This design comes from an exercise in tuning for small area, a short achievable clock period and few clock cycles per item on the open sky130 flow, not from production work. In this exercise RTL edits were held to simulation tests only and were not proved equivalent to the original. No activity file was given, so power comes from the tool's default toggle rates.

// systolic_array_nxn
module systolic_array_nxn #(
    parameter int unsigned N      = 4,
    parameter int unsigned DATA_W = 8,
    parameter int unsigned K_MAX  = 16,
    parameter int unsigned ACC_W  = 20,
    localparam int unsigned KW    = $clog2(K_MAX + 1)
) (
    input  logic                   clk,
    input  logic                   rst,
    input  logic                   enable,
    input  logic                   start,
    input  logic [KW-1:0]          k_len,
    input  logic                   in_valid,
    input  logic [N*DATA_W-1:0]    a_col,
    input  logic [N*DATA_W-1:0]    b_row,
    input  logic                   out_ready,
    output logic                   busy,
    output logic                   in_ready,
    output logic                   out_valid,
    output logic [N*N*ACC_W-1:0]   c_flat,
    output logic                   ovf
);
clock: 6.0 ns
lec_check: 0
cap_margin: 20
core_margin: 2
core_utilization: 40
setup_slack_margin: 1.5
slew_margin: 20
synth_hierarchical: 1
synth_minimum_keep_size: 0
run.sh (not shown) runs the stock make flow with config.mk's settings and CLKGATE_MAP_FILE= SYNTH_SCRIPT=/design/flow/synth_recipe.tcl, a recipe that flattens the netlist after the stock synthesis.
The starting point finished clean.
Testbench counts at the start, summed over its fixed seeds: cycles 44,891, jobs 3,200.
Then changed:
SETUP_SLACK_MARGIN = not set   (was 1.5)
Utilization goes down by 4.9 points.
Power drops by 9.9%.
Synthesized cell count does not change.

Setup of fjord:
Another version of the RTL of systolic_array_nxn (not shown whole).
Size in the first run: about 5300 cells after synthesis, about 400 I/O pins, ~57000 µm² of cells after synthesis.
## systolic_array_nxn
module systolic_array_nxn #(
    parameter int unsigned N      = 4,
    parameter int unsigned DATA_W = 8,
    parameter int unsigned K_MAX  = 16,
    parameter int unsigned ACC_W  = 20,
    localparam int unsigned KW    = $clog2(K_MAX + 1)
) (
    input  logic                   clk,
    input  logic                   rst,
    input  logic                   enable,
    input  logic                   start,
    input  logic [KW-1:0]          k_len,
    input  logic                   in_valid,
    input  logic [N*DATA_W-1:0]    a_col,
    input  logic [N*DATA_W-1:0]    b_row,
    input  logic                   out_ready,
    output logic                   busy,
    output logic                   in_ready,
    output logic                   out_valid,
    output logic [N*N*ACC_W-1:0]   c_flat,
    output logic                   ovf
);
    localparam int unsigned PW = 29;    
    localparam logic [1:0] StIdle  = 2'd0;
    localparam logic [1:0] StFeed  = 2'd1;
    localparam logic [1:0] StFlush = 2'd2;
    localparam logic [1:0] StDone  = 2'd3;
    logic [1:0]        state_q, state_d;
    logic [KW-1:0]     rem_q, rem_d;
    logic              busy_q, rdy_q, out_valid_q, idle_q;
    logic [PW-1:0]     p_q   [N][N];        
    logic [ACC_W-1:0]  acc_q [N][N];
    logic accept;
    assign in_ready = rdy_q & enable;
    assign accept   = in_valid & in_ready;
    for (genvar i = 0; i < N; i++) begin : g_row
        for (genvar j = 0; j < N; j++) begin : g_col
            logic [PW-1:0]    np_d;
            logic [ACC_W-1:0] nsum;    
            prod_tree u_prod (
                .a  (a_col[i*DATA_W +: DATA_W]),
                .b  (b_row[j*DATA_W +: DATA_W]),
                .np (np_d)
            );
  ...
export LEC_CHECK = 0
export CAP_MARGIN = 20
export CORE_MARGIN = 2
export CORE_UTILIZATION = 40
export SETUP_SLACK_MARGIN = 2.6
export SLEW_MARGIN = 20
export SYNTH_HIERARCHICAL = 1
export SYNTH_MINIMUM_KEEP_SIZE = 0
create_clock -name core_clock -period 6.0 [get_ports {clk}]
standard.sh (not shown) runs the stock make flow with config.mk's settings and CLKGATE_MAP_FILE= SYNTH_SCRIPT=/design/flow/synth_recipe.tcl, a recipe that flattens the netlist after the stock synthesis.
==> flow/flow/run.sh <==
#!/bin/bash
# The standard layout (standard.sh), except for the port buffers: every port
# is buffered with sky130_fd_sc_hd__buf_1 (outputs drive only the 0.01 pF
# load) instead of the cell ORFS picks, and flow/ports.tcl then makes the
# buffers of input ports that fan out to several pins sky130_fd_sc_hd__buf_12,
# without the buffers placement put behind them.
set -euo pipefail
here=$(pwd)
bash standard.sh "BUFFER_PORTS_ARGS=-buffer_cell sky130_fd_sc_hd__buf_1" "PRE_RESIZE_TCL=$here/flow/ports.tcl" "POST_RESIZE_TCL=$here/flow/ports.tcl" finish > standard_flow.log 2>&1
==> flow/flow/ports.tcl <==
# Run by ORFS just before and just after the resize step (PRE_RESIZE_TCL,
# POST_RESIZE_TCL). The ports were buffered with sky130_fd_sc_hd__buf_1
# (BUFFER_PORTS_ARGS). An input port's operand bit fans out to many gates:
# drop the buffers placement put behind the port's buffer and make the
# port's buffer a sky130_fd_sc_hd__buf_12 that drives them all itself.
proc my_is_buf {inst} {
  return [regexp {^sky130_fd_sc_hd__(clk)?buf_[0-9]+$} [[$inst getMaster] getName]]
}
proc my_out_net {inst} {
  foreach it [$inst getITerms] {
    if {[$it isOutputSignal]} { return [$it getNet] }
  }
  return "NULL"
}
set nrm 0
set nup 0
set block [ord::get_db_block]
foreach bt [$block getBTerms] {
  if {[$bt getIoType] != "INPUT"} { continue }
  set net [$bt getNet]
  if {$net eq "NULL"} { continue }
  set iterms [$net getITerms]
  if {[llength $iterms] != 1} { continue }
  set pbuf [[lindex $iterms 0] getInst]
  if {![my_is_buf $pbuf]} { continue }
  set onet [my_out_net $pbuf]
  if {$onet eq "NULL"} { continue }
  # buffers behind the port's buffer (one level, as placement leaves them)
  set behind {}
  foreach it [$onet getITerms] {
    set inst [$it getInst]
    if {$inst ne $pbuf && ![$it isOutputSignal] && [my_is_buf $inst]} {
      lappend behind [$inst getName]
    }
  }
  if {[llength $behind] > 0} {
    remove_buffers {*}$behind
    incr nrm [llength $behind]
  }
  set fanout [expr {[llength [[my_out_net $pbuf] getITerms]] - 1}]
  if {$fanout > 3 && [[$pbuf getMaster] getName] ne "sky130_fd_sc_hd__buf_12"} {
    replace_cell [$pbuf getName] sky130_fd_sc_hd__buf_12
    incr nup
  }
}
puts "Removed $nrm buffers behind input port buffers; made $nup input port buffers sky130_fd_sc_hd__buf_12"
Testbench counts of fjord, summed over its fixed seeds: cycles 44,891, jobs 3,200.
Modified inputs, cedar compared to fjord
- an added CTS_CLUSTER_DIAMETER of 80
- an added CTS_BUF_LIST of sky130_fd_sc_hd__clkbuf_8
- a deleted SETUP_SLACK_MARGIN that had been 2.6
- an added CTS_CLUSTER_SIZE of 14
==> comparison <==
The overall fraction of global-route tracks in use in cedar was lower than what fjord gave.
Diff cedar..fjord | number of max-capacitance violations reported | unchanged
cedar vs fjord: sequential share of layout area up
Per the comparison of cedar with fjord, clock skew went up by 29 ps, overall routed net length went down by about 0.9%, first-iteration DRC count went down by 30, post-detailed-route via-to-cell ratio was more or less identical.
cedar against fjord: routing usage on met1 fell by 0.21 points; data arrival time of the critical path stayed essentially flat.

systolic_array_nxn again, from the RTL that the note above started with.
clock: 6.0 ns
lec_check: 0
cap_margin: 20
core_margin: 2
core_utilization: 55
cts_buf_list: sky130_fd_sc_hd__clkbuf_8
cts_cluster_diameter: 80
cts_cluster_size: 14
setup_slack_margin: 2.6
slew_margin: 20
synth_hierarchical: 1
synth_minimum_keep_size: 0
Scripts as last shown in full above: flow/flow/run.sh, flow/flow/ports.tcl
Testbench counts at the start, summed over its fixed seeds: cycles 44,891, jobs 3,200.
Next try:
--- a/flow/config.mk
+++ b/flow/config.mk
@@ -7,9 +7,9 @@
 export LEC_CHECK = 0
+export ABC_AREA = 1
 export CAP_MARGIN = 20
 export CORE_MARGIN = 2
-export CORE_UTILIZATION = 55
+export CORE_UTILIZATION = 40
 export CTS_BUF_LIST = sky130_fd_sc_hd__clkbuf_8
 export CTS_CLUSTER_DIAMETER = 80
-export CTS_CLUSTER_SIZE = 14
-export SETUP_SLACK_MARGIN = 2.6
+export CTS_CLUSTER_SIZE = 16
 export SLEW_MARGIN = 20
=> Via count climbs by 1.6%; sequential cell count stays the same; utilization drops by 15 points; cell count climbs by 11%; sequential share of layout area drops by 0.42 points; register-to-register slack hardly moves; non-clock buffer count drops by 1; cell area climbs by 1.6%; clock power climbs by 21%; combinational power climbs by 5.9%; synthesized cell count climbs by 3.9%.
Next try:
--- a/flow/flow/run.sh
+++ b/flow/flow/run.sh
@@ -4,4 +4,3 @@
 # load) instead of the cell ORFS picks, and flow/ports.tcl then makes the
-# buffers of input ports that fan out to several pins sky130_fd_sc_hd__buf_12,
-# without the buffers placement put behind them.
+# buffers of input ports that fan out to several pins sky130_fd_sc_hd__buf_8.
 set -euo pipefail
==> flow/flow/ports.tcl (replaced) <==
# Run by ORFS just before and just after the resize step (PRE_RESIZE_TCL,
# POST_RESIZE_TCL). The ports were buffered with sky130_fd_sc_hd__buf_1
# (BUFFER_PORTS_ARGS), which global placement may have resized. An input
# port's buffer that drives more than 3 pins becomes sky130_fd_sc_hd__buf_8.
set n 0
set block [ord::get_db_block]
foreach bt [$block getBTerms] {
  if {[$bt getIoType] != "INPUT"} { continue }
  set net [$bt getNet]
  if {$net eq "NULL"} { continue }
  foreach it [$net getITerms] {
    set inst [$it getInst]
    set master [[$inst getMaster] getName]
    if {![regexp {^sky130_fd_sc_hd__(clk)?buf_[0-9]+$} $master]} { continue }
    set fanout 0
    foreach out [$inst getITerms] {
      if {[$out isOutputSignal] && [$out getNet] ne "NULL"} {
        set fanout [expr {[llength [[$out getNet] getITerms]] - 1}]
      }
    }
    if {$fanout > 3 && $master ne "sky130_fd_sc_hd__buf_8"} {
      replace_cell [$inst getName] sky130_fd_sc_hd__buf_8
      incr n
    }
  }
}
puts "Made $n input port buffers sky130_fd_sc_hd__buf_8"
--- a/flow/config.mk
+++ b/flow/config.mk
@@ -7,3 +7,2 @@
 export LEC_CHECK = 0
-export ABC_AREA = 1
 export CAP_MARGIN = 20
@@ -11,5 +10,2 @@
 export CORE_UTILIZATION = 40
-export CTS_BUF_LIST = sky130_fd_sc_hd__clkbuf_8
-export CTS_CLUSTER_DIAMETER = 80
-export CTS_CLUSTER_SIZE = 16
 export SLEW_MARGIN = 20
After rerunning: Critical path depth increases by 1. Wire length is higher by 4.5%. Cell count is lower by 1.7%. Power goes up by 12%. Worst setup slack loses 0.43 ns. Synthesized cell count went down by 3.7%. Clock power climbs by 69%. Core utilization climbs by 1.7 points. Combinational power fell by 4.7%. Area after synthesis stays flat.

-- re-timing with driven ports --
How much do the figures lean on ideal ports? The routed layouts below were timed once more, with nothing changed but the port constraints.
Step 1 (the two cells are an assumption about what drives the block):
set clk [get_ports {clk}]
set_driving_cell -lib_cell sky130_fd_sc_hd__clkbuf_16 $clk
set_driving_cell -lib_cell sky130_fd_sc_hd__buf_2 [delete_from_list [all_inputs] $clk]
Step 2 times the ports against the registers' clock, not the clock port: input delays grow and output delays shrink by t, the midpoint of the rising clock arrivals with the driver on.
Slacks: ideal ports / drivers / drivers and shift; pairs: ideal ports / drivers.
| run | shift t [ns] | slack for setup (ns) | clock arrival spread, ns | worst data-port slew with drivers (ns) | pins driven straight from the clock port |
|---|---|---|---|---|---|
| the first run of note 1 | 0.724 | 1.360 / 1.360 / 1.360 | 0.028 / 0.027 | 0.06 | 1 |
| the second run of note 1 | 0.736 | 0.886 / 0.886 / 0.886 | 0.032 / 0.032 | 0.15 | 1 |
| fjord | 0.782 | 3.014 / 3.002 / 2.220 | 0.029 / 0.029 | 0.13 | 1 |
| cedar | 0.855 | 3.064 / 3.049 / 2.197 | 0.065 / 0.066 | 0.12 | 1 |
| the first run of note 3 | 0.792 | 3.022 / 3.002 / 2.210 | 0.036 / 0.037 | 0.13 | 1 |
| the second run of note 3 | 0.850 | 3.107 / 3.074 / 2.225 | 0.069 / 0.070 | 0.14 | 1 |
| the third run of note 3 | 0.770 | 2.679 / 2.724 / 1.953 | 0.033 / 0.033 | 0.12 | 1 |
After both steps setup and hold are still met in every run listed. The setup slack of the second run of note 3, which loses most, moves by -0.033 ns with the drivers and by -0.882 ns with both steps.
